Background: an optimization exercise with open tools, aiming at small area and a short achievable clock period. Do not read the settings as production practice. The RTL was checked by simulation tests, not by an equivalence proof against the original design. No activity file was given, so power comes from the tool's default toggle rates.

==> design.v <==
`default_nettype none
package sample_pkg;
   typedef logic signed [12-1:0] sample_t;
   typedef logic [(12 + 1)-1:0] power_t;
   typedef logic [10-1:0] index_t;
   typedef logic [16-1:0] count_t;
   typedef logic [$clog2(1024):0] frame_len_t;
endpackage
`default_nettype wire
`default_nettype none
package apb_regs_pkg;
   typedef logic [31:0] apb_data_t;
   typedef logic [1:0] ctrl_t;
   typedef enum logic [8-1:0] {
      ADDR_CTRL        = 8'h00,
      ADDR_FRAME_LEN   = 8'h04,
      ADDR_STATUS      = 8'h08,
      ADDR_PEAK_POWER  = 8'h0C,
      ADDR_PEAK_INDEX  = 8'h10,
      ADDR_FRAME_COUNT = 8'h14
   } reg_addr_e;
   localparam int CTRL_ENABLE_BIT = 0;
   localparam int CTRL_IRQ_EN_BIT = 1;
   localparam int STATUS_DONE_BIT = 0;
   localparam int STATUS_BUSY_BIT = 1;
endpackage
`default_nettype wire
`timescale 1ns/1ns
`default_nettype none
module iq_pwr_tree (
   input  wire [10:0] i_xi,
   input  wire        i_si,
   input  wire [10:0] i_xq,
   input  wire        i_sq,
   output wire [12:0] o_r0,
   output wire [12:0] o_r1,
   output wire [12:0] o_r2
);
   wire hs1, hc2;
   assign hs1 = (i_si & i_xi[0]) ^ (i_xi[1] & ~i_xi[0]);
   assign hc2 = (i_si & i_xi[0]) & (i_xi[1] & ~i_xi[0]);
   wire hs3, hc4;
   assign hs3 = (i_sq & i_xq[0]) ^ (i_xq[1] & ~i_xq[0]);
   assign hc4 = (i_sq & i_xq[0]) & (i_xq[1] & ~i_xq[0]);
   wire fs5, fc6;
   assign fs5 = (i_xi[1] & i_xi[0]) ^ (i_si & i_xi[2]) ^ (i_xi[0] & i_xi[2]);
   assign fc6 = ((i_xi[1] & i_xi[0]) & (i_si & i_xi[2])) | ((i_xi[1] & i_xi[0]) & (i_xi[0] & i_xi[2])) | ((i_si & i_xi[2]) & (i_xi[0] & i_xi[2]));
   wire fs7, fc8;
   assign fs7 = (i_xq[1] & i_xq[0]) ^ (i_sq & i_xq[2]) ^ (i_xq[0] & i_xq[2]);
   assign fc8 = ((i_xq[1] & i_xq[0]) & (i_sq & i_xq[2])) | ((i_xq[1] & i_xq[0]) & (i_xq[0] & i_xq[2])) | ((i_sq & i_xq[2]) & (i_xq[0] & i_xq[2]));
   wire fs9, fc10;
   assign fs9 = (i_xi[2] & ~i_xi[1]) ^ (i_si & i_xi[3]) ^ (i_xi[0] & i_xi[3]);
   assign fc10 = ((i_xi[2] & ~i_xi[1]) & (i_si & i_xi[3])) | ((i_xi[2] & ~i_xi[1]) & (i_xi[0] & i_xi[3])) | ((i_si & i_xi[3]) & (i_xi[0] & i_xi[3]));
   wire fs11, fc12;
   assign fs11 = (i_xq[2] & ~i_xq[1]) ^ (i_sq & i_xq[3]) ^ (i_xq[0] & i_xq[3]);
   assign fc12 = ((i_xq[2] & ~i_xq[1]) & (i_sq & i_xq[3])) | ((i_xq[2] & ~i_xq[1]) & (i_xq[0] & i_xq[3])) | ((i_sq & i_xq[3]) & (i_xq[0] & i_xq[3]));
   wire fs13, fc14;
   assign fs13 = (i_xi[2] & i_xi[1]) ^ (i_si & i_xi[4]) ^ (i_xi[0] & i_xi[4]);
   assign fc14 = ((i_xi[2] & i_xi[1]) & (i_si & i_xi[4])) | ((i_xi[2] & i_xi[1]) & (i_xi[0] & i_xi[4])) | ((i_si & i_xi[4]) & (i_xi[0] & i_xi[4]));
   wire hs15, hc16;
   assign hs15 = (i_xi[1] & i_xi[3]) ^ fc10;
   assign hc16 = (i_xi[1] & i_xi[3]) & fc10;
   wire fs17, fc18;
   assign fs17 = (i_xq[2] & i_xq[1]) ^ (i_sq & i_xq[4]) ^ (i_xq[0] & i_xq[4]);
   assign fc18 = ((i_xq[2] & i_xq[1]) & (i_sq & i_xq[4])) | ((i_xq[2] & i_xq[1]) & (i_xq[0] & i_xq[4])) | ((i_sq & i_xq[4]) & (i_xq[0] & i_xq[4]));
   wire hs19, hc20;
   assign hs19 = (i_xq[1] & i_xq[3]) ^ fc12;
   assign hc20 = (i_xq[1] & i_xq[3]) & fc12;
   wire fs21, fc22;
   assign fs21 = (i_xi[3] & ~i_xi[2]) ^ (i_si & i_xi[5]) ^ (i_xi[0] & i_xi[5]);
   assign fc22 = ((i_xi[3] & ~i_xi[2]) & (i_si & i_xi[5])) | ((i_xi[3] & ~i_xi[2]) & (i_xi[0] & i_xi[5])) | ((i_si & i_xi[5]) & (i_xi[0] & i_xi[5]));
   wire fs23, fc24;
   assign fs23 = (i_xi[1] & i_xi[4]) ^ fc14 ^ fs21;
   assign fc24 = ((i_xi[1] & i_xi[4]) & fc14) | ((i_xi[1] & i_xi[4]) & fs21) | (fc14 & fs21);
   wire fs25, fc26;
   assign fs25 = (i_xq[3] & ~i_xq[2]) ^ (i_sq & i_xq[5]) ^ (i_xq[0] & i_xq[5]);
   assign fc26 = ((i_xq[3] & ~i_xq[2]) & (i_sq & i_xq[5])) | ((i_xq[3] & ~i_xq[2]) & (i_xq[0] & i_xq[5])) | ((i_sq & i_xq[5]) & (i_xq[0] & i_xq[5]));
   wire fs27, fc28;
   assign fs27 = (i_xq[1] & i_xq[4]) ^ fc18 ^ fs25;
   assign fc28 = ((i_xq[1] & i_xq[4]) & fc18) | ((i_xq[1] & i_xq[4]) & fs25) | (fc18 & fs25);
   wire fs29, fc30;
   assign fs29 = (i_xi[3] & i_xi[2]) ^ (i_si & i_xi[6]) ^ (i_xi[0] & i_xi[6]);
   assign fc30 = ((i_xi[3] & i_xi[2]) & (i_si & i_xi[6])) | ((i_xi[3] & i_xi[2]) & (i_xi[0] & i_xi[6])) | ((i_si & i_xi[6]) & (i_xi[0] & i_xi[6]));
   wire fs31, fc32;
   assign fs31 = (i_xi[1] & i_xi[5]) ^ (i_xi[2] & i_xi[4]) ^ fc22;
   assign fc32 = ((i_xi[1] & i_xi[5]) & (i_xi[2] & i_xi[4])) | ((i_xi[1] & i_xi[5]) & fc22) | ((i_xi[2] & i_xi[4]) & fc22);
   wire hs33, hc34;
   assign hs33 = fs29 ^ fc24;
   assign hc34 = fs29 & fc24;
   wire fs35, fc36;
   assign fs35 = (i_xq[3] & i_xq[2]) ^ (i_sq & i_xq[6]) ^ (i_xq[0] & i_xq[6]);
   assign fc36 = ((i_xq[3] & i_xq[2]) & (i_sq & i_xq[6])) | ((i_xq[3] & i_xq[2]) & (i_xq[0] & i_xq[6])) | ((i_sq & i_xq[6]) & (i_xq[0] & i_xq[6]));
   wire fs37, fc38;
   assign fs37 = (i_xq[1] & i_xq[5]) ^ (i_xq[2] & i_xq[4]) ^ fc26;
   assign fc38 = ((i_xq[1] & i_xq[5]) & (i_xq[2] & i_xq[4])) | ((i_xq[1] & i_xq[5]) & fc26) | ((i_xq[2] & i_xq[4]) & fc26);
   wire hs39, hc40;
   assign hs39 = fs35 ^ fc28;
   assign hc40 = fs35 & fc28;
   wire fs41, fc42;
   assign fs41 = (i_xi[4] & ~i_xi[3]) ^ (i_si & i_xi[7]) ^ (i_xi[0] & i_xi[7]);
   assign fc42 = ((i_xi[4] & ~i_xi[3]) & (i_si & i_xi[7])) | ((i_xi[4] & ~i_xi[3]) & (i_xi[0] & i_xi[7])) | ((i_si & i_xi[7]) & (i_xi[0] & i_xi[7]));
   wire fs43, fc44;
   assign fs43 = (i_xi[1] & i_xi[6]) ^ (i_xi[2] & i_xi[5]) ^ fc30;
   assign fc44 = ((i_xi[1] & i_xi[6]) & (i_xi[2] & i_xi[5])) | ((i_xi[1] & i_xi[6]) & fc30) | ((i_xi[2] & i_xi[5]) & fc30);
   wire fs45, fc46;
   assign fs45 = fs41 ^ fc32 ^ fs43;
   assign fc46 = (fs41 & fc32) | (fs41 & fs43) | (fc32 & fs43);
   wire fs47, fc48;
   assign fs47 = (i_xq[4] & ~i_xq[3]) ^ (i_sq & i_xq[7]) ^ (i_xq[0] & i_xq[7]);
   assign fc48 = ((i_xq[4] & ~i_xq[3]) & (i_sq & i_xq[7])) | ((i_xq[4] & ~i_xq[3]) & (i_xq[0] & i_xq[7])) | ((i_sq & i_xq[7]) & (i_xq[0] & i_xq[7]));
   wire fs49, fc50;
   assign fs49 = (i_xq[1] & i_xq[6]) ^ (i_xq[2] & i_xq[5]) ^ fc36;
   assign fc50 = ((i_xq[1] & i_xq[6]) & (i_xq[2] & i_xq[5])) | ((i_xq[1] & i_xq[6]) & fc36) | ((i_xq[2] & i_xq[5]) & fc36);
   wire fs51, fc52;
   assign fs51 = fs47 ^ fc38 ^ fs49;
   assign fc52 = (fs47 & fc38) | (fs47 & fs49) | (fc38 & fs49);
   wire fs53, fc54;
   assign fs53 = (i_xi[4] & i_xi[3]) ^ (i_si & i_xi[8]) ^ (i_xi[0] & i_xi[8]);
   assign fc54 = ((i_xi[4] & i_xi[3]) & (i_si & i_xi[8])) | ((i_xi[4] & i_xi[3]) & (i_xi[0] & i_xi[8])) | ((i_si & i_xi[8]) & (i_xi[0] & i_xi[8]));
   wire fs55, fc56;
   assign fs55 = (i_xi[1] & i_xi[7]) ^ (i_xi[2] & i_xi[6]) ^ (i_xi[3] & i_xi[5]);
   assign fc56 = ((i_xi[1] & i_xi[7]) & (i_xi[2] & i_xi[6])) | ((i_xi[1] & i_xi[7]) & (i_xi[3] & i_xi[5])) | ((i_xi[2] & i_xi[6]) & (i_xi[3] & i_xi[5]));
   wire fs57, fc58;
   assign fs57 = fc42 ^ fs53 ^ fs55;
   assign fc58 = (fc42 & fs53) | (fc42 & fs55) | (fs53 & fs55);
   wire hs59, hc60;
   assign hs59 = fc44 ^ fs57;
   assign hc60 = fc44 & fs57;
   wire fs61, fc62;
   assign fs61 = (i_xq[4] & i_xq[3]) ^ (i_sq & i_xq[8]) ^ (i_xq[0] & i_xq[8]);
   assign fc62 = ((i_xq[4] & i_xq[3]) & (i_sq & i_xq[8])) | ((i_xq[4] & i_xq[3]) & (i_xq[0] & i_xq[8])) | ((i_sq & i_xq[8]) & (i_xq[0] & i_xq[8]));
   wire fs63, fc64;
   assign fs63 = (i_xq[1] & i_xq[7]) ^ (i_xq[2] & i_xq[6]) ^ (i_xq[3] & i_xq[5]);
   assign fc64 = ((i_xq[1] & i_xq[7]) & (i_xq[2] & i_xq[6])) | ((i_xq[1] & i_xq[7]) & (i_xq[3] & i_xq[5])) | ((i_xq[2] & i_xq[6]) & (i_xq[3] & i_xq[5]));
   wire fs65, fc66;
   assign fs65 = fc48 ^ fs61 ^ fs63;
   assign fc66 = (fc48 & fs61) | (fc48 & fs63) | (fs61 & fs63);
   wire hs67, hc68;
   assign hs67 = fc50 ^ fs65;
   assign hc68 = fc50 & fs65;
   wire fs69, fc70;
   assign fs69 = (i_xi[5] & ~i_xi[4]) ^ (i_si & i_xi[9]) ^ (i_xi[0] & i_xi[9]);
   assign fc70 = ((i_xi[5] & ~i_xi[4]) & (i_si & i_xi[9])) | ((i_xi[5] & ~i_xi[4]) & (i_xi[0] & i_xi[9])) | ((i_si & i_xi[9]) & (i_xi[0] & i_xi[9]));
   wire fs71, fc72;
   assign fs71 = (i_xi[1] & i_xi[8]) ^ (i_xi[2] & i_xi[7]) ^ (i_xi[3] & i_xi[6]);
   assign fc72 = ((i_xi[1] & i_xi[8]) & (i_xi[2] & i_xi[7])) | ((i_xi[1] & i_xi[8]) & (i_xi[3] & i_xi[6])) | ((i_xi[2] & i_xi[7]) & (i_xi[3] & i_xi[6]));
   wire fs73, fc74;
   assign fs73 = fc54 ^ fc56 ^ fs69;
   assign fc74 = (fc54 & fc56) | (fc54 & fs69) | (fc56 & fs69);
   wire fs75, fc76;
   assign fs75 = fs71 ^ fc58 ^ fs73;
   assign fc76 = (fs71 & fc58) | (fs71 & fs73) | (fc58 & fs73);
   wire fs77, fc78;
   assign fs77 = (i_xq[5] & ~i_xq[4]) ^ (i_sq & i_xq[9]) ^ (i_xq[0] & i_xq[9]);
   assign fc78 = ((i_xq[5] & ~i_xq[4]) & (i_sq & i_xq[9])) | ((i_xq[5] & ~i_xq[4]) & (i_xq[0] & i_xq[9])) | ((i_sq & i_xq[9]) & (i_xq[0] & i_xq[9]));
   wire fs79, fc80;
   assign fs79 = (i_xq[1] & i_xq[8]) ^ (i_xq[2] & i_xq[7]) ^ (i_xq[3] & i_xq[6]);
   assign fc80 = ((i_xq[1] & i_xq[8]) & (i_xq[2] & i_xq[7])) | ((i_xq[1] & i_xq[8]) & (i_xq[3] & i_xq[6])) | ((i_xq[2] & i_xq[7]) & (i_xq[3] & i_xq[6]));
   wire fs81, fc82;
   assign fs81 = fc62 ^ fc64 ^ fs77;
   assign fc82 = (fc62 & fc64) | (fc62 & fs77) | (fc64 & fs77);
   wire fs83, fc84;
   assign fs83 = fs79 ^ fc66 ^ fs81;
   assign fc84 = (fs79 & fc66) | (fs79 & fs81) | (fc66 & fs81);
   wire [11:0] low_A;
   assign low_A = {1'b0, hc60, fc46, hc34, fs31, hc16, fs13, fc6, hc2, (i_si & i_xi[1]), 1'b0, (i_xi[0] ^ i_si)} + {1'b0, fs75, hs59, fs45, hs33, fs23, hs15, fs9, fs5, hs1, 1'b0, 1'b0};
   wire [11:0] low_B;
   assign low_B = {1'b0, hc68, fc52, hc40, fs37, hc20, fs17, fc8, hc4, (i_sq & i_xq[1]), 1'b0, (i_xq[0] ^ i_sq)} + {1'b0, fs83, hs67, fs51, hs39, fs27, hs19, fs11, fs7, hs3, 1'b0, 1'b0};
   wire fs85, fc86;
   assign fs85 = (i_xi[5] & i_xi[4]) ^ (i_si & i_xi[10]) ^ (i_xi[0] & i_xi[10]);
   assign fc86 = ((i_xi[5] & i_xi[4]) & (i_si & i_xi[10])) | ((i_xi[5] & i_xi[4]) & (i_xi[0] & i_xi[10])) | ((i_si & i_xi[10]) & (i_xi[0] & i_xi[10]));
   wire fs87, fc88;
   assign fs87 = (i_xi[1] & i_xi[9]) ^ (i_xi[2] & i_xi[8]) ^ (i_xi[3] & i_xi[7]);
   assign fc88 = ((i_xi[1] & i_xi[9]) & (i_xi[2] & i_xi[8])) | ((i_xi[1] & i_xi[9]) & (i_xi[3] & i_xi[7])) | ((i_xi[2] & i_xi[8]) & (i_xi[3] & i_xi[7]));
   wire fs89, fc90;
   assign fs89 = (i_xi[4] & i_xi[6]) ^ (i_xq[5] & i_xq[4]) ^ (i_sq & i_xq[10]);
   assign fc90 = ((i_xi[4] & i_xi[6]) & (i_xq[5] & i_xq[4])) | ((i_xi[4] & i_xi[6]) & (i_sq & i_xq[10])) | ((i_xq[5] & i_xq[4]) & (i_sq & i_xq[10]));
   wire fs91, fc92;
   assign fs91 = (i_xq[0] & i_xq[10]) ^ (i_xq[1] & i_xq[9]) ^ (i_xq[2] & i_xq[8]);
   assign fc92 = ((i_xq[0] & i_xq[10]) & (i_xq[1] & i_xq[9])) | ((i_xq[0] & i_xq[10]) & (i_xq[2] & i_xq[8])) | ((i_xq[1] & i_xq[9]) & (i_xq[2] & i_xq[8]));
   wire fs93, fc94;
   assign fs93 = (i_xq[3] & i_xq[7]) ^ (i_xq[4] & i_xq[6]) ^ fc70;
   assign fc94 = ((i_xq[3] & i_xq[7]) & (i_xq[4] & i_xq[6])) | ((i_xq[3] & i_xq[7]) & fc70) | ((i_xq[4] & i_xq[6]) & fc70);
   wire fs95, fc96;
   assign fs95 = fc72 ^ fc78 ^ fc80;
   assign fc96 = (fc72 & fc78) | (fc72 & fc80) | (fc78 & fc80);
   wire fs97, fc98;
   assign fs97 = fs85 ^ fs87 ^ fs89;
   assign fc98 = (fs85 & fs87) | (fs85 & fs89) | (fs87 & fs89);
   wire fs99, fc100;
   assign fs99 = fs91 ^ fc74 ^ fc82;
   assign fc100 = (fs91 & fc74) | (fs91 & fc82) | (fc74 & fc82);
   wire fs101, fc102;
   assign fs101 = fs93 ^ fs95 ^ fs97;
   assign fc102 = (fs93 & fs95) | (fs93 & fs97) | (fs95 & fs97);
   wire fs103, fc104;
   assign fs103 = fs99 ^ fc76 ^ fc84;
   assign fc104 = (fs99 & fc76) | (fs99 & fc84) | (fc76 & fc84);
   wire hs105, hc106;
   assign hs105 = fs101 ^ fs103;
   assign hc106 = fs101 & fs103;
   wire fs107, fc108;
   assign fs107 = (i_xi[6] & ~i_xi[5]) ^ (i_xi[1] & i_xi[10]) ^ (i_xi[2] & i_xi[9]);
   assign fc108 = ((i_xi[6] & ~i_xi[5]) & (i_xi[1] & i_xi[10])) | ((i_xi[6] & ~i_xi[5]) & (i_xi[2] & i_xi[9])) | ((i_xi[1] & i_xi[10]) & (i_xi[2] & i_xi[9]));
   wire fs109, fc110;
   assign fs109 = (i_xi[3] & i_xi[8]) ^ (i_xi[4] & i_xi[7]) ^ (i_xq[6] & ~i_xq[5]);
   assign fc110 = ((i_xi[3] & i_xi[8]) & (i_xi[4] & i_xi[7])) | ((i_xi[3] & i_xi[8]) & (i_xq[6] & ~i_xq[5])) | ((i_xi[4] & i_xi[7]) & (i_xq[6] & ~i_xq[5]));
   wire fs111, fc112;
   assign fs111 = (i_xq[1] & i_xq[10]) ^ (i_xq[2] & i_xq[9]) ^ (i_xq[3] & i_xq[8]);
   assign fc112 = ((i_xq[1] & i_xq[10]) & (i_xq[2] & i_xq[9])) | ((i_xq[1] & i_xq[10]) & (i_xq[3] & i_xq[8])) | ((i_xq[2] & i_xq[9]) & (i_xq[3] & i_xq[8]));
   wire fs113, fc114;
   assign fs113 = (i_xq[4] & i_xq[7]) ^ fc86 ^ fc88;
   assign fc114 = ((i_xq[4] & i_xq[7]) & fc86) | ((i_xq[4] & i_xq[7]) & fc88) | (fc86 & fc88);
   wire fs115, fc116;
   assign fs115 = fc90 ^ fc92 ^ fs107;
   assign fc116 = (fc90 & fc92) | (fc90 & fs107) | (fc92 & fs107);
   wire fs117, fc118;
   assign fs117 = fs109 ^ fs111 ^ fc94;
   assign fc118 = (fs109 & fs111) | (fs109 & fc94) | (fs111 & fc94);
   wire fs119, fc120;
   assign fs119 = fc96 ^ fc98 ^ fs113;
   assign fc120 = (fc96 & fc98) | (fc96 & fs113) | (fc98 & fs113);
   wire fs121, fc122;
   assign fs121 = fs115 ^ fc100 ^ fs117;
   assign fc122 = (fs115 & fc100) | (fs115 & fs117) | (fc100 & fs117);
   wire fs123, fc124;
   assign fs123 = fs119 ^ fc102 ^ fc104;
   assign fc124 = (fs119 & fc102) | (fs119 & fc104) | (fc102 & fc104);
   wire fs125, fc126;
   assign fs125 = (i_xi[6] & i_xi[5]) ^ (i_xi[2] & i_xi[10]) ^ (i_xi[3] & i_xi[9]);
   assign fc126 = ((i_xi[6] & i_xi[5]) & (i_xi[2] & i_xi[10])) | ((i_xi[6] & i_xi[5]) & (i_xi[3] & i_xi[9])) | ((i_xi[2] & i_xi[10]) & (i_xi[3] & i_xi[9]));
   wire fs127, fc128;
   assign fs127 = (i_xi[4] & i_xi[8]) ^ (i_xi[5] & i_xi[7]) ^ (i_xq[6] & i_xq[5]);
   assign fc128 = ((i_xi[4] & i_xi[8]) & (i_xi[5] & i_xi[7])) | ((i_xi[4] & i_xi[8]) & (i_xq[6] & i_xq[5])) | ((i_xi[5] & i_xi[7]) & (i_xq[6] & i_xq[5]));
   wire fs129, fc130;
   assign fs129 = (i_xq[2] & i_xq[10]) ^ (i_xq[3] & i_xq[9]) ^ (i_xq[4] & i_xq[8]);
   assign fc130 = ((i_xq[2] & i_xq[10]) & (i_xq[3] & i_xq[9])) | ((i_xq[2] & i_xq[10]) & (i_xq[4] & i_xq[8])) | ((i_xq[3] & i_xq[9]) & (i_xq[4] & i_xq[8]));
   wire fs131, fc132;
   assign fs131 = (i_xq[5] & i_xq[7]) ^ fc108 ^ fc110;
   assign fc132 = ((i_xq[5] & i_xq[7]) & fc108) | ((i_xq[5] & i_xq[7]) & fc110) | (fc108 & fc110);
   wire fs133, fc134;
   assign fs133 = fc112 ^ fs125 ^ fs127;
   assign fc134 = (fc112 & fs125) | (fc112 & fs127) | (fs125 & fs127);
   wire fs135, fc136;
   assign fs135 = fs129 ^ fc114 ^ fc116;
   assign fc136 = (fs129 & fc114) | (fs129 & fc116) | (fc114 & fc116);
   wire fs137, fc138;
   assign fs137 = fs131 ^ fs133 ^ fc118;
   assign fc138 = (fs131 & fs133) | (fs131 & fc118) | (fs133 & fc118);
   wire fs139, fc140;
   assign fs139 = fc120 ^ fs135 ^ fs137;
   assign fc140 = (fc120 & fs135) | (fc120 & fs137) | (fs135 & fs137);
   wire fs141, fc142;
   assign fs141 = (i_xi[7] & ~i_xi[6]) ^ (i_xi[3] & i_xi[10]) ^ (i_xi[4] & i_xi[9]);
   assign fc142 = ((i_xi[7] & ~i_xi[6]) & (i_xi[3] & i_xi[10])) | ((i_xi[7] & ~i_xi[6]) & (i_xi[4] & i_xi[9])) | ((i_xi[3] & i_xi[10]) & (i_xi[4] & i_xi[9]));
   wire fs143, fc144;
   assign fs143 = (i_xi[5] & i_xi[8]) ^ (i_xq[7] & ~i_xq[6]) ^ (i_xq[3] & i_xq[10]);
   assign fc144 = ((i_xi[5] & i_xi[8]) & (i_xq[7] & ~i_xq[6])) | ((i_xi[5] & i_xi[8]) & (i_xq[3] & i_xq[10])) | ((i_xq[7] & ~i_xq[6]) & (i_xq[3] & i_xq[10]));
   wire fs145, fc146;
   assign fs145 = (i_xq[4] & i_xq[9]) ^ (i_xq[5] & i_xq[8]) ^ fc126;
   assign fc146 = ((i_xq[4] & i_xq[9]) & (i_xq[5] & i_xq[8])) | ((i_xq[4] & i_xq[9]) & fc126) | ((i_xq[5] & i_xq[8]) & fc126);
   wire fs147, fc148;
   assign fs147 = fc128 ^ fc130 ^ fs141;
   assign fc148 = (fc128 & fc130) | (fc128 & fs141) | (fc130 & fs141);
   wire fs149, fc150;
   assign fs149 = fs143 ^ fc132 ^ fc134;
   assign fc150 = (fs143 & fc132) | (fs143 & fc134) | (fc132 & fc134);
   wire fs151, fc152;
   assign fs151 = fs145 ^ fs147 ^ fc136;
   assign fc152 = (fs145 & fs147) | (fs145 & fc136) | (fs147 & fc136);
   wire hs153, hc154;
   assign hs153 = fs149 ^ fc138;
   assign hc154 = fs149 & fc138;
   wire fs155, fc156;
   assign fs155 = (i_xi[7] & i_xi[6]) ^ (i_xi[4] & i_xi[10]) ^ (i_xi[5] & i_xi[9]);
   assign fc156 = ((i_xi[7] & i_xi[6]) & (i_xi[4] & i_xi[10])) | ((i_xi[7] & i_xi[6]) & (i_xi[5] & i_xi[9])) | ((i_xi[4] & i_xi[10]) & (i_xi[5] & i_xi[9]));
   wire fs157, fc158;
   assign fs157 = (i_xi[6] & i_xi[8]) ^ (i_xq[7] & i_xq[6]) ^ (i_xq[4] & i_xq[10]);
   assign fc158 = ((i_xi[6] & i_xi[8]) & (i_xq[7] & i_xq[6])) | ((i_xi[6] & i_xi[8]) & (i_xq[4] & i_xq[10])) | ((i_xq[7] & i_xq[6]) & (i_xq[4] & i_xq[10]));
   wire fs159, fc160;
   assign fs159 = (i_xq[5] & i_xq[9]) ^ (i_xq[6] & i_xq[8]) ^ fc142;
   assign fc160 = ((i_xq[5] & i_xq[9]) & (i_xq[6] & i_xq[8])) | ((i_xq[5] & i_xq[9]) & fc142) | ((i_xq[6] & i_xq[8]) & fc142);
   wire fs161, fc162;
   assign fs161 = fc144 ^ fs155 ^ fs157;
   assign fc162 = (fc144 & fs155) | (fc144 & fs157) | (fs155 & fs157);
   wire fs163, fc164;
   assign fs163 = fc146 ^ fc148 ^ fs159;
   assign fc164 = (fc146 & fc148) | (fc146 & fs159) | (fc148 & fs159);
   wire fs165, fc166;
   assign fs165 = fs161 ^ fc150 ^ fs163;
   assign fc166 = (fs161 & fc150) | (fs161 & fs163) | (fc150 & fs163);
   wire fs167, fc168;
   assign fs167 = (i_xi[8] & ~i_xi[7]) ^ (i_xi[5] & i_xi[10]) ^ (i_xi[6] & i_xi[9]);
   assign fc168 = ((i_xi[8] & ~i_xi[7]) & (i_xi[5] & i_xi[10])) | ((i_xi[8] & ~i_xi[7]) & (i_xi[6] & i_xi[9])) | ((i_xi[5] & i_xi[10]) & (i_xi[6] & i_xi[9]));
   wire fs169, fc170;
   assign fs169 = (i_xq[8] & ~i_xq[7]) ^ (i_xq[5] & i_xq[10]) ^ (i_xq[6] & i_xq[9]);
   assign fc170 = ((i_xq[8] & ~i_xq[7]) & (i_xq[5] & i_xq[10])) | ((i_xq[8] & ~i_xq[7]) & (i_xq[6] & i_xq[9])) | ((i_xq[5] & i_xq[10]) & (i_xq[6] & i_xq[9]));
   wire fs171, fc172;
   assign fs171 = fc156 ^ fc158 ^ fs167;
   assign fc172 = (fc156 & fc158) | (fc156 & fs167) | (fc158 & fs167);
   wire fs173, fc174;
   assign fs173 = fs169 ^ fc160 ^ fc162;
   assign fc174 = (fs169 & fc160) | (fs169 & fc162) | (fc160 & fc162);
   wire hs175, hc176;
   assign hs175 = fs171 ^ fc164;
   assign hc176 = fs171 & fc164;
   wire fs177, fc178;
   assign fs177 = (i_xi[8] & i_xi[7]) ^ (i_xi[6] & i_xi[10]) ^ (i_xi[7] & i_xi[9]);
   assign fc178 = ((i_xi[8] & i_xi[7]) & (i_xi[6] & i_xi[10])) | ((i_xi[8] & i_xi[7]) & (i_xi[7] & i_xi[9])) | ((i_xi[6] & i_xi[10]) & (i_xi[7] & i_xi[9]));
   wire fs179, fc180;
   assign fs179 = (i_xq[8] & i_xq[7]) ^ (i_xq[6] & i_xq[10]) ^ (i_xq[7] & i_xq[9]);
   assign fc180 = ((i_xq[8] & i_xq[7]) & (i_xq[6] & i_xq[10])) | ((i_xq[8] & i_xq[7]) & (i_xq[7] & i_xq[9])) | ((i_xq[6] & i_xq[10]) & (i_xq[7] & i_xq[9]));
   wire fs181, fc182;
   assign fs181 = fc168 ^ fc170 ^ fs177;
   assign fc182 = (fc168 & fc170) | (fc168 & fs177) | (fc170 & fs177);
   wire fs183, fc184;
   assign fs183 = fs179 ^ fc172 ^ fs181;
   assign fc184 = (fs179 & fc172) | (fs179 & fs181) | (fc172 & fs181);
   wire fs185, fc186;
   assign fs185 = (i_xi[9] & ~i_xi[8]) ^ (i_xi[7] & i_xi[10]) ^ (i_xq[9] & ~i_xq[8]);
   assign fc186 = ((i_xi[9] & ~i_xi[8]) & (i_xi[7] & i_xi[10])) | ((i_xi[9] & ~i_xi[8]) & (i_xq[9] & ~i_xq[8])) | ((i_xi[7] & i_xi[10]) & (i_xq[9] & ~i_xq[8]));
   wire fs187, fc188;
   assign fs187 = (i_xq[7] & i_xq[10]) ^ fc178 ^ fc180;
   assign fc188 = ((i_xq[7] & i_xq[10]) & fc178) | ((i_xq[7] & i_xq[10]) & fc180) | (fc178 & fc180);
   wire hs189, hc190;
   assign hs189 = fs185 ^ fc182;
   assign hc190 = fs185 & fc182;
   wire fs191, fc192;
   assign fs191 = (i_xi[9] & i_xi[8]) ^ (i_xi[8] & i_xi[10]) ^ (i_xq[9] & i_xq[8]);
   assign fc192 = ((i_xi[9] & i_xi[8]) & (i_xi[8] & i_xi[10])) | ((i_xi[9] & i_xi[8]) & (i_xq[9] & i_xq[8])) | ((i_xi[8] & i_xi[10]) & (i_xq[9] & i_xq[8]));
   wire fs193, fc194;
   assign fs193 = (i_xq[8] & i_xq[10]) ^ fc186 ^ fs191;
   assign fc194 = ((i_xq[8] & i_xq[10]) & fc186) | ((i_xq[8] & i_xq[10]) & fs191) | (fc186 & fs191);
   wire hs195, hc196;
   assign hs195 = (i_xi[10] & ~i_xi[9]) ^ (i_xq[10] & ~i_xq[9]);
   assign hc196 = (i_xi[10] & ~i_xi[9]) & (i_xq[10] & ~i_xq[9]);
   assign o_r0 = {1'b0, 1'b0, (i_xi[10] & i_xi[9]), fc192, fc188, fc184, fc174, fc166, fc152, fc140, fc122, hc106, low_A[11]};
   assign o_r1 = {1'b0, 1'b0, (i_xq[10] & i_xq[9]), fc194, hc190, fs187, hc176, fs173, hc154, fs151, fc124, fs121, low_B[11]};
   assign o_r2 = {1'b0, 1'b0, hc196, hs195, fs193, hs189, fs183, hs175, fs165, hs153, fs139, fs123, hs105};
endmodule
module iq_power (
   input  wire                 clk,
   input  wire                 i_rst_n,
   input  wire                 i_valid,
   output logic                o_ready,
   input  wire sample_pkg::sample_t i_i,
   input  wire sample_pkg::sample_t i_q,
   output logic                o_pwr_valid,
   input  wire                 i_pwr_ready,
   output logic [10:0]         o_xi,
   output logic                o_si,
   output logic [10:0]         o_xq,
   output logic                o_sq
);
   logic take;
   assign o_ready = i_pwr_ready | ~o_pwr_valid;
   assign take    = i_valid & o_ready;
   always_ff @(posedge clk) begin
      if (!i_rst_n) begin
         o_pwr_valid <= 1'b0;
      end else if (take) begin
         o_pwr_valid <= 1'b1;
      end else if (i_pwr_ready) begin
         o_pwr_valid <= 1'b0;
      end
   end
   always_ff @(posedge clk) begin
      if (take) begin
         o_xi <= i_i[10:0] ^ {11{i_i[11]}};
         o_si <= i_i[11];
         o_xq <= i_q[10:0] ^ {11{i_q[11]}};
         o_sq <= i_q[11];
      end
   end
endmodule
`default_nettype wire
`timescale 1ns/1ns
`default_nettype none
module frame_arg_max (
   input  wire                     clk,
   input  wire                     i_rst_n,
   input  wire                     i_enable,
   input  wire sample_pkg::frame_len_t i_frame_len,
   input  wire                     i_pwr_valid,
   output logic                    o_pwr_ready,
   input  wire [10:0]              i_xi,
   input  wire                     i_si,
   input  wire [10:0]              i_xq,
   input  wire                     i_sq,
   output logic                    o_res_valid,
   output sample_pkg::power_t      o_peak_power,
   output sample_pkg::index_t      o_peak_index,
   input  wire                     i_res_busy,
   output logic                    o_busy
);
   logic                   hold_q;
   logic                   hold_d;
   logic                   infr_q;      
   logic                   infr_d;
   logic                   res_d;
   sample_pkg::index_t     cnt_q;
   sample_pkg::index_t     cnt_inc;
   sample_pkg::index_t     len_q;
   sample_pkg::index_t     cur_len;
   logic                   first;
   logic                   take;
   logic                   last;
   logic                   lag_v_q;
   logic                   lag_first_q;
   sample_pkg::index_t     lag_idx_q;
   logic [12:0]            r0, r1, r2;
   logic [12:0]            lag_r0_q, lag_r1_q, lag_r2_q;
   sample_pkg::power_t     lag_pwr;
   logic [12:0]            s1, c1, nm;
   logic [13:0]            s2, c2, gt_sum;
   logic                   gt;
   sample_pkg::power_t     max_q;
   sample_pkg::index_t     idx_q;
   sample_pkg::power_t     max_d;
   sample_pkg::index_t     idx_d;
   logic                   upd;
   assign o_pwr_ready = i_enable & ~hold_q;
   assign take        = i_pwr_valid & o_pwr_ready;
   assign first   = ~infr_q;
   assign cnt_inc = cnt_q + 1'b1;
   assign cur_len = first ? i_frame_len[10-1:0] : len_q;
   assign last    = (cnt_inc == cur_len);
   always_comb begin
      hold_d = hold_q;
      infr_d = infr_q;
      res_d  = 1'b0;
      if (hold_q) begin
         if (!i_res_busy) begin
            hold_d = 1'b0;
            res_d  = 1'b1;
         end
      end else if (take) begin
         infr_d = ~last;
         if (last) begin
            if (i_res_busy || o_res_valid) begin
               hold_d = 1'b1;
            end else begin
               res_d  = 1'b1;
            end
         end
      end
   end
   always_ff @(posedge clk) begin
      if (!i_rst_n) begin
         hold_q      <= 1'b0;
         infr_q      <= 1'b0;
         o_busy      <= 1'b0;
         cnt_q       <= '0;
         o_res_valid <= 1'b0;
         lag_v_q     <= 1'b0;
      end else begin
         hold_q      <= hold_d;
         infr_q      <= infr_d;
         o_busy      <= hold_d | infr_d;
         o_res_valid <= res_d;
         lag_v_q     <= take;
         if (take) begin
            cnt_q <= last ? '0 : cnt_inc;
         end
      end
   end
   always_ff @(posedge clk) begin
      if (take && first) begin
         len_q <= i_frame_len[10-1:0];
      end
   end
   iq_pwr_tree tree0 (
      .i_xi (i_xi),
      .i_si (i_si),
      .i_xq (i_xq),
      .i_sq (i_sq),
      .o_r0 (r0),
      .o_r1 (r1),
      .o_r2 (r2)
   );
   always_ff @(posedge clk) begin
      lag_r0_q    <= r0;
      lag_r1_q    <= r1;
      lag_r2_q    <= r2;
      lag_idx_q   <= cnt_q;
      lag_first_q <= first;
   end
   assign s1 = lag_r0_q ^ lag_r1_q ^ lag_r2_q;
   assign c1 = {(lag_r0_q[11:0] & lag_r1_q[11:0]) | (lag_r0_q[11:0] & lag_r2_q[11:0]) |
                (lag_r1_q[11:0] & lag_r2_q[11:0]), 1'b0};
   assign lag_pwr = s1 + c1;
   assign nm = ~max_q;
   assign s2 = {1'b0, s1 ^ c1 ^ nm};
   assign c2 = {(s1 & c1) | (s1 & nm) | (c1 & nm), 1'b0};
   assign gt_sum = s2 + c2;
   assign gt     = gt_sum[13];
   assign upd   = lag_v_q & (lag_first_q | gt);
   assign max_d = upd ? lag_pwr : max_q;
   assign idx_d = upd ? lag_idx_q : idx_q;
   always_ff @(posedge clk) begin
      max_q <= max_d;
      idx_q <= idx_d;
   end
   assign o_peak_power = max_d;
   assign o_peak_index = idx_d;
endmodule
`default_nettype wire
`timescale 1ns/1ns
`default_nettype none
module peak_apb_regs (
   input  wire                      clk,
   input  wire                      i_rst_n,
   input  wire                      i_psel,
   input  wire                      i_penable,
   input  wire                      i_pwrite,
   input  wire logic [8-1:0]  i_paddr,
   input  wire apb_regs_pkg::apb_data_t i_pwdata,
   output apb_regs_pkg::apb_data_t  o_prdata,
   output logic                     o_pready,
   output logic                     o_pslverr,
   output logic                     o_enable,
   output sample_pkg::frame_len_t   o_frame_len,
   input  wire                      i_res_valid,
   input  wire sample_pkg::power_t  i_peak_power,
   input  wire sample_pkg::index_t  i_peak_index,
   input  wire                      i_busy,
   output logic                     o_res_busy,
   output logic                     o_irq
);
   apb_regs_pkg::ctrl_t      ctrl_q;
   sample_pkg::frame_len_t frame_len_q;
   logic       done_q;
   logic       irq_q;
   sample_pkg::power_t     peak_power_q;
   sample_pkg::index_t     peak_index_q;
   sample_pkg::count_t     frame_count_q;
   logic       access;
   logic [5:0] sel_d;
   logic [5:0] sel_q;
   logic       unmapped_q;
   logic       wr;
   apb_regs_pkg::apb_data_t  rdata;
   localparam int FL_W = $clog2(1024) + 1;
   function automatic sample_pkg::frame_len_t clamp_len(input apb_regs_pkg::apb_data_t wdata);
      if (wdata == '0 || wdata > 1024) begin
         clamp_len = 1024;
      end else begin
         clamp_len = wdata[FL_W-1:0];
      end
   endfunction
   assign sel_d[0] = (i_paddr == 8'h00);
   assign sel_d[1] = (i_paddr == 8'h04);
   assign sel_d[2] = (i_paddr == 8'h08);
   assign sel_d[3] = (i_paddr == 8'h0C);
   assign sel_d[4] = (i_paddr == 8'h10);
   assign sel_d[5] = (i_paddr == 8'h14);
   always_ff @(posedge clk) begin
      sel_q      <= sel_d;
      unmapped_q <= ~|sel_d;
   end
   assign access = i_psel & i_penable;
   assign wr     = access & i_pwrite;
   always_comb begin
      rdata = '0;
      rdata[1:0]   = rdata[1:0]   | ({2{sel_q[0]}} & ctrl_q);
      rdata[10:0]  = rdata[10:0]  | ({11{sel_q[1]}} & frame_len_q);
      rdata[1:0]   = rdata[1:0]   | ({2{sel_q[2]}} & {i_busy, done_q});
      rdata[12:0]  = rdata[12:0]  | ({13{sel_q[3]}} & peak_power_q);
      rdata[9:0]   = rdata[9:0]   | ({10{sel_q[4]}} & peak_index_q);
      rdata[15:0]  = rdata[15:0]  | ({16{sel_q[5]}} & frame_count_q);
   end
   assign o_prdata  = rdata;
   assign o_pready  = 1'b1;
   assign o_pslverr = unmapped_q;
   always_ff @(posedge clk) begin
      if (!i_rst_n) begin
         ctrl_q        <= '0;
         frame_len_q   <= 1024;
         done_q        <= 1'b0;
         irq_q         <= 1'b0;
         frame_count_q <= '0;
      end else begin
         irq_q <= done_q & ctrl_q[apb_regs_pkg::CTRL_IRQ_EN_BIT];
         if (wr && sel_q[0]) begin
            ctrl_q <= i_pwdata[1:0];
         end
         if (wr && sel_q[1]) begin
            frame_len_q <= clamp_len(i_pwdata);
         end
         if (i_res_valid) begin
            done_q        <= 1'b1;
            frame_count_q <= frame_count_q + 1'b1;
         end else if (wr && sel_q[2] && i_pwdata[apb_regs_pkg::STATUS_DONE_BIT]) begin
            done_q <= 1'b0;
         end
      end
   end
   always_ff @(posedge clk) begin
      if (i_res_valid) begin
         peak_power_q <= i_peak_power;
         peak_index_q <= i_peak_index;
      end
   end
   assign o_enable    = ctrl_q[apb_regs_pkg::CTRL_ENABLE_BIT];
   assign o_frame_len = frame_len_q;
   assign o_res_busy  = done_q;
   assign o_irq       = irq_q;
endmodule
`default_nettype wire
`timescale 1ns/1ns
`default_nettype none
module peak_search_top (
   input  wire                      clk,
   input  wire                      i_rst_n,
   input  wire                      i_s_valid,
   output wire                      o_s_ready,
   input  wire sample_pkg::sample_t i_s_i,
   input  wire sample_pkg::sample_t i_s_q,
   input  wire                      i_psel,
   input  wire                      i_penable,
   input  wire                      i_pwrite,
   input  wire logic [8-1:0]  i_paddr,
   input  wire apb_regs_pkg::apb_data_t i_pwdata,
   output wire apb_regs_pkg::apb_data_t o_prdata,
   output wire                      o_pready,
   output wire                      o_pslverr,
   output wire                      o_irq
);
   logic       enable;
   sample_pkg::frame_len_t frame_len;
   logic       res_valid;
   sample_pkg::power_t     peak_power;
   sample_pkg::index_t     peak_index;
   logic       res_busy;
   logic       busy;
   logic       pwr_valid;
   logic       pwr_ready;
   logic [10:0] pwr_xi;
   logic        pwr_si;
   logic [10:0] pwr_xq;
   logic        pwr_sq;
   iq_power power0 (
      .clk     (clk),
      .i_rst_n (i_rst_n),
      .i_valid (i_s_valid),
      .o_ready (o_s_ready),
      .i_i     (i_s_i),
      .i_q     (i_s_q),
      .o_pwr_valid (pwr_valid),
      .i_pwr_ready (pwr_ready),
      .o_xi    (pwr_xi),
      .o_si    (pwr_si),
      .o_xq    (pwr_xq),
      .o_sq    (pwr_sq)
   );
   frame_arg_max search0 (
      .clk           (clk),
      .i_rst_n       (i_rst_n),
      .i_enable      (enable),
      .i_frame_len   (frame_len),
      .i_pwr_valid   (pwr_valid),
      .o_pwr_ready   (pwr_ready),
      .i_xi          (pwr_xi),
      .i_si          (pwr_si),
      .i_xq          (pwr_xq),
      .i_sq          (pwr_sq),
      .o_res_valid   (res_valid),
      .o_peak_power  (peak_power),
      .o_peak_index  (peak_index),
      .i_res_busy    (res_busy),
      .o_busy        (busy)
   );
   peak_apb_regs regs0 (
      .clk           (clk),
      .i_rst_n       (i_rst_n),
      .i_psel        (i_psel),
      .i_penable     (i_penable),
      .i_pwrite      (i_pwrite),
      .i_paddr       (i_paddr),
      .i_pwdata      (i_pwdata),
      .o_prdata      (o_prdata),
      .o_pready      (o_pready),
      .o_pslverr     (o_pslverr),
      .o_enable      (enable),
      .o_frame_len   (frame_len),
      .i_res_valid   (res_valid),
      .i_peak_power  (peak_power),
      .i_peak_index  (peak_index),
      .i_busy        (busy),
      .o_res_busy    (res_busy),
      .o_irq         (o_irq)
   );
endmodule
`default_nettype wire
==> flow/run.sh <==
#!/bin/bash
# Standard layout, with plain buffers (not delay cells) on the ports.
set -euo pipefail
bash standard.sh BUFFER_PORTS_ARGS="-buffer_cell sky130_fd_sc_hd__buf_1" finish > standard_flow.log 2>&1
==> standard.sh <==
#!/bin/bash
# synth_recipe.tcl (not shown) runs the flow's synth.tcl, then flattens the netlist and writes it again
# the make line also repeats each setting of config.mk as NAME=value (left out here)
make -C /OpenROAD-flow-scripts/flow DESIGN_CONFIG=/design/flow/config.mk WORK_HOME=/design/flow/orfs CLKGATE_MAP_FILE= SYNTH_SCRIPT=/design/flow/synth_recipe.tcl "${@:-finish}"
==> config.mk <==
export PLATFORM = sky130hd
export DESIGN_NAME = peak_search_top
export DESIGN_NICKNAME = peak_search_top
export VERILOG_FILES = /design/flow/design.v
export SDC_FILE = /design/flow/constraint.sdc
export NUM_CORES = 4
export LEC_CHECK = 0
export CAP_MARGIN = 20
export CORE_MARGIN = 2
export CORE_UTILIZATION = 60
export SETUP_SLACK_MARGIN = 4.0
export SLEW_MARGIN = 20
==> constraint.sdc <==
create_clock -name core_clock -period 7.5 [get_ports {clk}]
set_input_delay 1.5000 -clock core_clock [delete_from_list [all_inputs] [get_ports {clk}]]
set_output_delay 1.5000 -clock core_clock [all_outputs]
set_load 0.01 [all_outputs]
==> results of run 1 <==
-- power breakdown --
part           internal, W  leakage (nW)  switching [W]  total [W]
combinational     0.000549          3.09       0.000612    0.00116
sequential         0.00108          1.60      0.0000699    0.00115
clock             0.000490         0.290       0.000407   0.000897
-- what timing repair did --
action / in CTS / in global routing
setup buffers: 0 / 0
gates resized for setup: 1 / 4
endpoints found under the setup margin: 2 / 39
hold buffers: 0 / 0
-- area by class of cell --
cell class | count | area (um2) | share of cell area (%)
tap | 229 | 286.5 | 2.433
inverter | 75 | 282.8 | 2.401
clock buffer | 19 | 454.2 | 3.856
clock inverter | 13 | 145.1 | 1.232
sequential | 178 | 4134 | 35.10
multi-input combinational | 694 | 6127 | 52.02
timing repair buffer | 90 | 349.1 | 2.964
-- kinds of logic (layout without fill, tap and decap cells) --
kind of cell    Yosys count  after routing  share of synthesized area [%]
buf+inv                 138            197                          5.809
flops                   178            178                          38.23
other cells               2             19                        0.06945
xor+xnor                 61             61                          4.941
compound gates          107            107                          6.850
simple gates            315            315                          15.05
fa+ha+maj               158            158                          25.71
mux                      34             34                          3.333
-- worst paths after layout --
check	endpoint	depth (start not counted)
worst max-delay path	regs0.peak_power_q[2]	11
worst min-delay path	search0.lag_idx_q[9]	0
worst max register to register	regs0.peak_power_q[2]	11
worst min register to register	search0.lag_idx_q[9]	0
-- placed cells by master (no fill, tap or decap), types with 8 or more instances in the layout --
cell type	netlist	layout
a21o_1	8	8
a21oi_1	20	20
a22oi_1	31	31
and2_1	86	85
and3_1	10	10
buf_1	3	88
clkbuf_16	0	18
conb_1	2	19
dfxtp_1	121	121
edfxtp_1	57	57
fa_1	107	106
ha_1	51	51
inv_1	74	74
mux2_2	16	16
mux2i_1	18	18
nand2_1	85	85
nand2b_1	10	10
nand3_1	18	18
nor2_1	49	49
nor2b_1	18	18
nor3_1	9	9
o21ai_0	15	14
xnor2_1	15	15
xor2_1	46	46
-- critical path: cells and delay by family (launching register included) --
kind                     cells  cell delay [ns]
flip-flops                   1             0.32
buffers and inverters        1             0.27
AND/OR/NAND/NOR              1             0.18
AO/OA/AOI/OAI                5             0.57
adder cells (fa/ha/maj)      3             1.33
multiplexers                 1             0.38
-- cell usage after synthesis (all sizes together), types with 20 or more instances --
library cell	instances
nand2	85
nor2	49
xor2	46
and2	86
fa	107
a22oi	31
dfxtp	121
inv	74
edfxtp	57
ha	51
buf	29
a21oi	20
clkbuf	34
-- state kept, by name (all words and copies together), names as in the netlist, 2 cells and up --
signal and count:
search0.max_q 13, power0.o_xq 11, search0.len_q 10, search0.lag_r2_q 11, search0.lag_r0_q 11, regs0.sel_q 6, search0.lag_idx_q 10, power0.o_xi 11
search0.cnt_q 10, regs0.ctrl_q 2, regs0.peak_index_q 10, search0.idx_q 10, regs0.frame_len_q 11, regs0.peak_power_q 13, search0.lag_r1_q 11, regs0.frame_count_q 16
-- layer usage --
layer / vias up / track usage [%] / wire length, um
met5: - / 0 / 0
met1: 3395 / 29.49 / 9195
met2: 176 / 40.70 / 10520
met4: 0 / 8.700 / 437
met3: 30 / 4.191 / 895
li1: 3376 / - / -
-- through the flow --
stage          cells  worst slack (ns)  utilization (%)  cell area, um2  total power, W
6_report        1298             4.183            66.02           11780        0.003204
4_1_cts         1298             4.009            65.95           11770        0.003225
5_1_grt         1298             4.017            66.02           11780        0.003487
2_1_floorplan   1010             4.189                -           10880        0.002055
3_5_place_dp    1266             3.444            62.59           11170        0.002318
3_3_place_gp    1266             3.429            62.59           11170        0.002295
==> summary.md, run 1 <==
| Metric | Value |
|---|---|
| Critical Path Max Stage Delay | 0.62 ns |
| VDD IR max | 0.0002599 V |
| Main synth FF type | dfxtp_1 |
| R2R Setup Slk | 4.18 ns |
| Relative slew slack | 42.56% |
| Ant. Diodes | 0 |
| Die area | 19,110 um2 |
| Max Slew Vio Count | 0 |
| Register area share after synthesis | 38.23% |
| Crit-path max FO | 23 |
| GP Congestion | 0.8269 |
| Fraction of registers with async set/reset | 0% |
| Mapped Area | 10,810 um2 |
| Synth area leaders | dfxtp_1, fa_1, edfxtp_1 |
| Die Span Y | 138.2 um |
| Min Clock Period, post-route | 3.317 ns |
| Drt pass-1 iters | 5 |
| Unrepaired setup endpoints after global routing | false |
| Outcome | no timing/DRC/antenna violations |
| Worst hold path class | register to register |
| Layout cell share with drive strength beyond 1 | 6.080% |
| CP Data Required Time | 7.67 ns |
| Number of enable flip-flop cells after synthesis | 57 |
| Worst setup EP type | register |
| Largest area contributor in the netlist | dfxtp_1 |
| Worst Skew | 0.01913 ns |
| Row count | 49 |
| First-pass GRT wire length | 35,940 um |
| # setup viols final | 0 |
| Worst-path clk slew | 0.08 ns |
| PwrDens | 272.0 nW/um2 |
| Layout fillers | 1,467 |
| CP max stage cell | fa_2 |
| Total Wirelength | 21,050 um |
| H-Tree Level Count | 4 |
| Crit path cell chain | fa_2 -> fa_1 -> ha_1 -> and4b_1 -> o21a_1 -> o21ai_1 -> a21oi_1 -> a211oi_2 -> o21ai_2 -> buf_6 -> mux2_2 |
| DP Wirelength | 15,880 um |
| Area Growth Syn to Fin | 8.933% |
| Final hold vios | 0 |
| FF+latch count, synth | 178 |
| Total CTS buffers | 17 |
| Crit Path Class | register to register |
| Synth Instances | 993 |
| Fmax | 301.5 MHz |
| Fin crit share | 44.23% |
| Pleak | 4.982 nW |
| CTS root buffer | clkbuf_16 |
| DR WL/cell | 16.21 um |
| Final setup TNS | 0 ns |
| Syn_area_per_cell | 10.89 um2 |
| Worst Path Arrival | 3.49 ns |
| Critical Path Start | search0.lag_r2_q[2] |
| WHS | 0.4032 ns |
| Number of global-route vias before repair | 7,353 |
| Clock Tree Buf Depth | 2 |
| 1st-iter DRT viols | 337 |
| DRC Markers | 0 |
| Die X | 138.2 um |
| Ys Warns | 3 |
| Num Clock Sinks | 178 |
| Final ANT Viol Nets | 0 |
| FF-to-FF Start | search0.lag_r2_q[2] |
| Initial antenna violation count | 0 |
| Total overflow reported by the global router | 0 |
| Worst setup SP type | register |
| CTS tree | done |
| Hold path start | search0.cnt_q[9] |
| Vias | 6,977 |
| Clock Latency Late Sink | 0.44 ns |
| PortBufs | 88 |
| Vias per cell | 5.375 |
| Layout Nets | 1,284 |
| # IOs | 106 |
| Initial Utilization | 60.61% |
| Maxcap violations | 0 |
| Largest net degree at the start of global routing | 36 |
| Yosys top cell area share | 22.40% |
| Worst-margin pin slew | 0.8585 ns |
| Total track usage | 23.43% |
| Cell variety after synth | 59 |
| Core Region | 17,840 um2 |
==> run 2: changes to the inputs <==
--- a/config.mk
+++ b/config.mk
@@ -10,3 +10,3 @@
 export CORE_UTILIZATION = 60
-export SETUP_SLACK_MARGIN = 4.0
+export SETUP_SLACK_MARGIN = 4.3
 export SLEW_MARGIN = 20
==> run 2 against run 1 <==
  * Combinational power grew 9%
  * Critical path depth grew 1
  * Critical path type unchanged
  * Highest routed layer unchanged
  * Final area grew 3.6%
  * Count of clock-buffer cells in the layout shrank 1
  * Still clean
==> summary.md, run 2 <==
| Metric | Value |
|---|---|
| DP Wirelength | 15,780 um (was 15,880 um) |
| Power Total | 0.003258 W (was 0.003204 W) |
| Drt pass-1 iters | 5 (unchanged) |
| Min Clock Period, post-route | 3.273 ns (was 3.317 ns) |
| Register area share after synthesis | 38.23% (unchanged) |
| Die Span Y | 138.2 um (unchanged) |
| Crit Path Class | register to register (unchanged) |
| Area Growth Syn to Fin | 12.90% (was 8.933%) |
| Fin crit share | 43.64% (was 44.23%) |
| 1st-iter DRT viols | 225 (was 337) |
| Outcome | no timing/DRC/antenna violations (unchanged) |
| Largest area contributor in the netlist | dfxtp_1 (unchanged) |
| First-pass GRT wire length | 35,940 um (about the same) |
| Layout Nets | 1,337 (was 1,284) |
| Final setup TNS | 0 ns (unchanged) |
| Design Area, Final | 12,210 um2 (was 11,780 um2) |
| DR WL/cell | 16.09 um (was 16.21 um) |
| Vias per cell | 5.291 (was 5.375) |
| PortBufs | 88 (unchanged) |
| Synth Instances | 993 (unchanged) |
| Number of global-route vias before repair | 7,273 (was 7,353) |
| Final ANT Viol Nets | 0 (unchanged) |
| Worst hold path class | register to register (unchanged) |
| CTS root buffer | clkbuf_16 (unchanged) |
| Fraction of registers with async set/reset | 0% (unchanged) |
| PwrDens | 266.9 nW/um2 (was 272.0 nW/um2) |
| Commonest non-fill, non-tap cell in the layout | dfxtp_1 (unchanged) |
| Synth area leaders | dfxtp_1, fa_1, edfxtp_1 (unchanged) |
| Clock Tree Buf Depth | 2 (unchanged) |
| Pleak | 5.248 nW (was 4.982 nW) |
| Final hold vios | 0 (unchanged) |
| Total Wirelength | 21,740 um (was 21,050 um) |
| Area after DPL | 11,170 um2 (about the same) |
| Relative slew slack | 32.18% (was 42.56%) |
| Cell variety after synth | 59 (unchanged) |
| Largest net degree at the start of global routing | 36 (unchanged) |
| Maxcap violations | 0 (unchanged) |
| # setup viols final | 0 (unchanged) |
| Largest Register | regs0.frame_count_q (unchanged) |
| Worst Path Arrival | 3.46 ns (was 3.49 ns) |
| Die X | 138.2 um (unchanged) |
| GP Congestion | 0.8398 (was 0.8269) |
| Number of enable flip-flop cells after synthesis | 57 (unchanged) |
| Yosys top cell area share | 22.40% (unchanged) |
| WHS | 0.4177 ns (was 0.4032 ns) |
| CTS Hold Buffers Added | 0 (unchanged) |
| Initial Utilization | 60.61% (unchanged) |
| Most common cell in the netlist | dfxtp_1 (unchanged) |
| Worst-margin pin slew | 1.014 ns (was 0.8585 ns) |
| H-Tree Level Count | 4 (unchanged) |
| Ant. Diodes | 0 (unchanged) |
| Crit-path max FO | 11 (was 23) |
| Most frequent cells in the layout | dfxtp_1, fa_1, buf_1 (unchanged) |
| Die area | 19,110 um2 (unchanged) |
| Total overflow reported by the global router | 0 (unchanged) |
| DRC Markers | 0 (unchanged) |
| Initial antenna violation count | 0 (unchanged) |
| Ys Warns | 3 (unchanged) |
| Core Region | 17,840 um2 (unchanged) |
| Top cells by count, synth | dfxtp_1, fa_1, and2_1 (unchanged) |
| Fmax | 305.6 MHz (was 301.5 MHz) |
| Total CTS buffers | 17 (unchanged) |
| Total track usage | 23.49% (was 23.43%) |
| Post-layout util | 68.43% (was 66.02%) |
| Vias | 7,148 (was 6,977) |
| Largest regs | regs0.frame_count_q (16), regs0.peak_power_q (13), search0.max_q (13) (unchanged) |
| FF+latch count, synth | 178 (unchanged) |
| Worst setup EP type | register (unchanged) |
| Worst setup SP type | register (unchanged) |
| Unrepaired setup endpoints after global routing | true (was false) |
| CTS tree | done (unchanged) |
| CP Data Required Time | 7.68 ns (was 7.67 ns) |
| # IOs | 106 (unchanged) |
| Worst-path clk slew | 0.07 ns (was 0.08 ns) |
| Hold Path Cell Cnt | 0 (unchanged) |
| Clock Latency Late Sink | 0.44 ns (about the same) |
| Worst Skew | 0.01323 ns (was 0.01913 ns) |
| Row count | 49 (unchanged) |
| Main synth FF type | dfxtp_1 (unchanged) |
| Layout cell share with drive strength beyond 1 | 11.23% (was 6.080%) |
| VDD IR max | 0.0002129 V (was 0.0002599 V) |
| Mapped Area | 10,810 um2 (unchanged) |
| Num Clock Sinks | 178 (unchanged) |
| Max Slew Vio Count | 0 (unchanged) |
| Max reg flops | 16 (unchanged) |
| Syn_area_per_cell | 10.89 um2 (unchanged) |
| R2r worst-path depth | 12 (was 11) |
run 2: layout make-up:
class	instances	area [um2]
Inverter	75	284.0
Sequential cell	178	4136
Clock inverter	14	140.1
Timing Repair Buffer	143	777.0
Multi-Input combinational cell	694	6145
Fill cell	1396	5633
Clock buffer	18	439.2
Tap cell	229	286.5
run 2: report_power, final:
group	internal (W)	total (W)	switching, W
combinational	0.000599	0.00126	0.000659
sequential	0.00108	0.00113	0.0000541
clock	0.000452	0.000870	0.000418
total	0.00213	0.00326	0.00113
run 2: logic make-up after synthesis:
logic type	count (synthesis)	share of synthesized area (%)
adders and majority gates	158	25.71
AOI/OAI and AO/OA	107	6.850
xor gates and xnor gates	61	4.941
DFF	178	38.23
other	2	0.06945
muxes	34	3.333
buffers and inverters	138	5.809
and+or+nand+nor	315	15.05
run 2: path summary, 6_finish.rpt:
kind / start / endpoint / slack [ns]
worst max-delay path: search0.lag_r0_q[2] / regs0.peak_power_q[10] / 4.23
worst min-delay path: search0.cnt_q[9] / search0.lag_idx_q[9] / 0.42
worst max register to register: search0.lag_r0_q[2] / regs0.peak_power_q[10] / 4.23
worst min register to register: search0.cnt_q[9] / search0.lag_idx_q[9] / 0.42
run 2: through the flow:
| stage | setup WS [ns] | cells |
|---|---|---|
| 2_1_floorplan | 4.299 | 1010 |
| 3_3_place_gp | 3.418 | 1266 |
| 3_5_place_dp | 3.374 | 1266 |
| 4_1_cts | 4.210 | 1310 |
| 5_1_grt | 4.113 | 1351 |
| 6_report | 4.227 | 1351 |
run 2: critical path: stages (launching register included):
cell	delay, ns
dfxtp_2	0.33
fa_2	0.59
fa_1	0.42
ha_1	0.29
and4b_1	0.18
o21a_1	0.18
o21ai_2	0.12
a21oi_2	0.08
a211oi_2	0.17
o21ai_2	0.09
buf_6	0.15
buf_16	0.15
mux2_2	0.28
run 2: routing by layer:
metal,GRT usage (%),wire (um)
met5,0,0
met4,7.358,429
met3,4.053,648
met2,41.53,11180
met1,29.61,9479
run 2: timing repair:
action,4_1_cts,5_1_grt
buffers inserted,11,41
pin swaps,1,0
cloned,1,0
gates resized for setup,12,4
endpoints found under the setup margin,48,58
==> run 3: changes to the inputs <==
--- a/config.mk
+++ b/config.mk
@@ -10,3 +10,5 @@
 export CORE_UTILIZATION = 60
-export SETUP_SLACK_MARGIN = 4.3
+export CTS_BUF_LIST = sky130_fd_sc_hd__clkbuf_4 sky130_fd_sc_hd__clkbuf_8
+export CTS_CLUSTER_SIZE = 30
+export SETUP_SLACK_MARGIN = 4.0
 export SLEW_MARGIN = 20
==> run 3 against run 2 <==
  * Still clean on timing, DRC and antenna
  * Synthesized area unchanged
  * Wire length is 4.5% lower
  * Clock power decreased by 21%
  * Largest cell class unchanged
  * Highest routed layer unchanged
==> summary.md, run 3 <==
| Metric | Value |
|---|---|
| Outcome | no timing/DRC/antenna violations (unchanged) |
| Largest net degree at the start of global routing | 36 (unchanged) |
| Power Total | 0.002989 W (was 0.003258 W) |
| Max Slew Vio Count | 0 (unchanged) |
| Core Region | 17,840 um2 (unchanged) |
| Largest area contributor in the netlist | dfxtp_1 (unchanged) |
| Fin crit share | 44.27% (was 43.64%) |
| Total overflow reported by the global router | 0 (unchanged) |
| Worst hold path class | register to register (unchanged) |
| CTS Hold Buffers Added | 0 (unchanged) |
| Crit Reg-Reg Endpoint | regs0.peak_index_q[4] (was regs0.peak_power_q[10]) |
| Number of enable flip-flop cells after synthesis | 57 (unchanged) |
| Most common cell in the netlist | dfxtp_1 (unchanged) |
| Num Clock Sinks | 178 (unchanged) |
| Final setup TNS | 0 ns (unchanged) |
| Most frequent cells in the layout | dfxtp_1, fa_1, buf_1 (unchanged) |
| Worst Skew | 0.01434 ns (was 0.01323 ns) |
| Pleak | 4.900 nW (was 5.248 nW) |
| Setup ws final | 4.180 ns (was 4.227 ns) |
| Worst-path clk slew | 0.10 ns (was 0.07 ns) |
| Worst-margin pin slew | 0.8572 ns (was 1.014 ns) |
| Syn_area_per_cell | 10.89 um2 (unchanged) |
| CP Data Required Time | 7.71 ns (was 7.68 ns) |
| Main synth FF type | dfxtp_1 (unchanged) |
| Die X | 138.2 um (unchanged) |
| Seq pwr share | 38.3% (was 34.7%) |
| Drt pass-1 iters | 5 (unchanged) |
| Crit path cell chain | fa_2 -> fa_1 -> ha_1 -> and4b_1 -> o21a_1 -> o21ai_1 -> a21oi_1 -> a211oi_2 -> o21ai_2 -> buf_6 -> mux2_2 (was fa_2 -> fa_1 -> ha_1 -> and4b_1 -> o21a_1 -> o21ai_2 -> a21oi_2 -> a211oi_2 -> o21ai_2 -> buf_6 -> buf_16 -> mux2_2) |
| H-Tree Level Count | 4 (unchanged) |
| DP Wirelength | 15,880 um (was 15,780 um) |
| Fraction of registers with async set/reset | 0% (unchanged) |
| Ys Warns | 3 (unchanged) |
| Layout Nets | 1,284 (was 1,337) |
| Max reg flops | 16 (unchanged) |
| Min Clock Period, post-route | 3.320 ns (was 3.273 ns) |
| Setup crit end | regs0.peak_index_q[4] (was regs0.peak_power_q[10]) |
| CP max stage cell | fa_2 (unchanged) |
| Final ANT Viol Nets | 0 (unchanged) |
| Place WS | 3.444 ns (was 3.374 ns) |
| VDD IR max | 0.0002109 V (was 0.0002129 V) |
| Synth Instances | 993 (unchanged) |
| Unrepaired setup endpoints after global routing | false (was true) |
| Clock Latency Late Sink | 0.47 ns (was 0.44 ns) |
| Area Growth Syn to Fin | 7.243% (was 12.90%) |
| Post-CTS Setup Bufs | 0 (was 11) |
| Largest regs | regs0.frame_count_q (16), regs0.peak_power_q (13), search0.max_q (13) (unchanged) |
| Row count | 49 (unchanged) |
| PwrDens | 257.8 nW/um2 (was 266.9 nW/um2) |
| Total track usage | 23.11% (was 23.49%) |
| CTS root buffer | clkbuf_8 (was clkbuf_16) |
| Worst setup SP type | register (unchanged) |
| Number of global-route vias before repair | 7,291 (was 7,273) |
| Crit-path max FO | 23 (was 11) |
| # IOs | 106 (unchanged) |
| Worst Path Arrival | 3.53 ns (was 3.46 ns) |
| Cell variety after synth | 59 (unchanged) |
| FF+latch count, synth | 178 (unchanged) |
| Initial Utilization | 60.61% (unchanged) |
| Commonest non-fill, non-tap cell in the layout | dfxtp_1 (unchanged) |
| CTS tree | done (unchanged) |
| First-pass GRT wire length | 35,430 um (was 35,940 um) |
| PortBufs | 88 (unchanged) |
| R2r worst-path depth | 11 (was 12) |
| Fmax | 301.2 MHz (was 305.6 MHz) |
| Maxcap violations | 0 (unchanged) |
| R2R Setup Slk | 4.18 ns (was 4.23 ns) |
| Area after DPL | 11,170 um2 (about the same) |
| Clock Tree Buf Depth | 2 (unchanged) |
| Switch Pwr | 0.001055 W (was 0.001131 W) |
| Top cells by count, synth | dfxtp_1, fa_1, and2_1 (unchanged) |
| DR WL/cell | 15.99 um (was 16.09 um) |
| Mapped Area | 10,810 um2 (unchanged) |
| Vias | 6,965 (was 7,148) |
| Design Area, Final | 11,600 um2 (was 12,210 um2) |
| DRC Markers | 0 (unchanged) |
| Critical Path Start | search0.lag_r2_q[2] (was search0.lag_r0_q[2]) |
| Register area share after synthesis | 38.23% (unchanged) |
| Total Wirelength | 20,750 um (was 21,740 um) |
| 1st-iter DRT viols | 258 (was 225) |
| Gate power share | 38.6% (about the same) |
| Die Span Y | 138.2 um (unchanged) |
| Critical Path Max Stage Delay | 0.62 ns (was 0.59 ns) |
| Worst setup EP type | register (unchanged) |
| Final hold vios | 0 (unchanged) |
| Vias per cell | 5.366 (was 5.291) |
| Total CTS buffers | 17 (unchanged) |
| FF-to-FF Start | search0.lag_r2_q[2] (was search0.lag_r0_q[2]) |
| GP Congestion | 0.8269 (was 0.8398) |
| Net Sw Frac | 35.29% (was 34.70%) |
| # setup viols final | 0 (unchanged) |
| Ant. Diodes | 0 (unchanged) |
| Crit Path Class | register to register (unchanged) |
| Yosys top cell area share | 22.40% (unchanged) |
| Synth area leaders | dfxtp_1, fa_1, edfxtp_1 (unchanged) |
| Layout cell share with drive strength beyond 1 | 6.174% (was 11.23%) |
| Initial antenna violation count | 0 (unchanged) |
| Die area | 19,110 um2 (unchanged) |
| Largest Register | regs0.frame_count_q (unchanged) |
| Clock share of power | 23.1% (was 26.7%) |
| Relative slew slack | 42.65% (was 32.18%) |
| Internal power | 0.001934 W (was 0.002128 W) |
==> run 3: cell counts after synthesis <==
Identical to the previous run, type by type.
==> run 3: area by class of cell <==
class                           count  area, um2
Inverter                           75      282.8
Clock buffer                       18      241.5
Timing Repair Buffer               90      349.1
Multi-Input combinational cell    694       6127
Tap cell                          229      286.5
Fill cell                        1492       6245
Sequential cell                   178       4134
Clock inverter                     14      175.2
==> run 3: kinds of logic after synthesis <==
kind of cell	Yosys count	synth area share, %
other	2	0.06945
buffers and inverters	138	5.809
XOR/XNOR	61	4.941
adder cells (fa/ha/maj)	158	25.71
AND/OR/NAND/NOR	315	15.05
AO/OA/AOI/OAI	107	6.850
multiplexers	34	3.333
flip-flops	178	38.23
==> run 3: per-stage QoR <==
stage	cells	util, %	hold slack (ns)
after floorplan	1010	-	0.3258
after global placement	1266	62.59	0.4081
after detailed placement	1266	62.59	0.4076
after CTS	1298	64.93	0.4053
after global routing	1298	65.00	0.4168
final	1298	65.00	0.4031
==> run 3: layer usage <==
layer / wire length, um / share of wire [%] / track usage [%]
met5: 0 / 0 / 0
met4: 476 / 2.3 / 7.895
met3: 913 / 4.4 / 4.641
met2: 10250 / 49 / 39.89
met1: 9116 / 44 / 29.28
==> run 3: what timing repair did <==
action                     4_1_cts  5_1_grt
pin swaps                        0        0
gates resized for setup          1        4
setup endpoints to repair        2       40
==> run 3: power groups by stage <==
stage               Combinational [W]  Sequential, W  Clock, W
finish                        0.00115        0.00114  0.000689
global route                  0.00138        0.00116  0.000744
CTS                           0.00116        0.00115  0.000707
detailed placement            0.00115        0.00117         0
global placement              0.00113        0.00117         0
floorplan                    0.000923        0.00113         0
==> run 3: how the worst min path moves through the flow <==
| stage | cells past startpoint | start | end | slack (ns) |
|---|---|---|---|---|
| 4_1_cts | 0 | search0.cnt_q[9] | search0.lag_idx_q[9] | 0.41 |
| 5_1_grt | 0 | search0.cnt_q[9] | search0.lag_idx_q[9] | 0.42 |
| 3_3_place_gp | 0 | search0.cnt_q[9] | search0.lag_idx_q[9] | 0.41 |
| 2_1_floorplan | 0 | search0.cnt_q[2] | search0.lag_idx_q[2] | 0.33 |
| 6_report | 0 | search0.cnt_q[9] | search0.lag_idx_q[9] | 0.40 |
| 3_5_place_dp | 0 | search0.cnt_q[9] | search0.lag_idx_q[9] | 0.41 |
==> run 3: critical path, delay by kind of cell (launching register included) <==
family	cells	cell delay, ns
flops	1	0.33
mux	1	0.39
compound gates	5	0.57
buf+inv	1	0.26
fa+ha+maj	3	1.33
simple gates	1	0.18

==> re-timing with driven ports <==
The flow's constraints put no driver on any port. The routed layouts listed below were extracted and timed again, unchanged, in two steps. Step 1 sets driving cells, clkbuf_16 on the clock port and buf_2 on the other inputs (assumed; they add their load-dependent delay and slew). Step 2 times the ports against the registers' clock, not the clock port: input delays grow and output delays shrink by t, the midpoint of the rising clock arrivals with the driver on. a / b / c = ideal / step 1 / step 2; a / b = the first two.
| run | t (ns) | setup WS [ns] | worst slew at a driven data input, ns |
|---|---|---|---|
| run 1 | 0.475 | 4.183 / 4.183 / 3.859 | 0.04 |
| run 2 | 0.474 | 4.227 / 4.227 / 4.143 | 0.05 |
| run 3 | 0.504 | 4.180 / 4.180 / 3.894 | 0.04 |
After both steps every run listed still meets setup and hold. For run 1, which loses most, drivers alone change the setup slack by 0.000 ns; drivers and shift together by -0.324 ns.
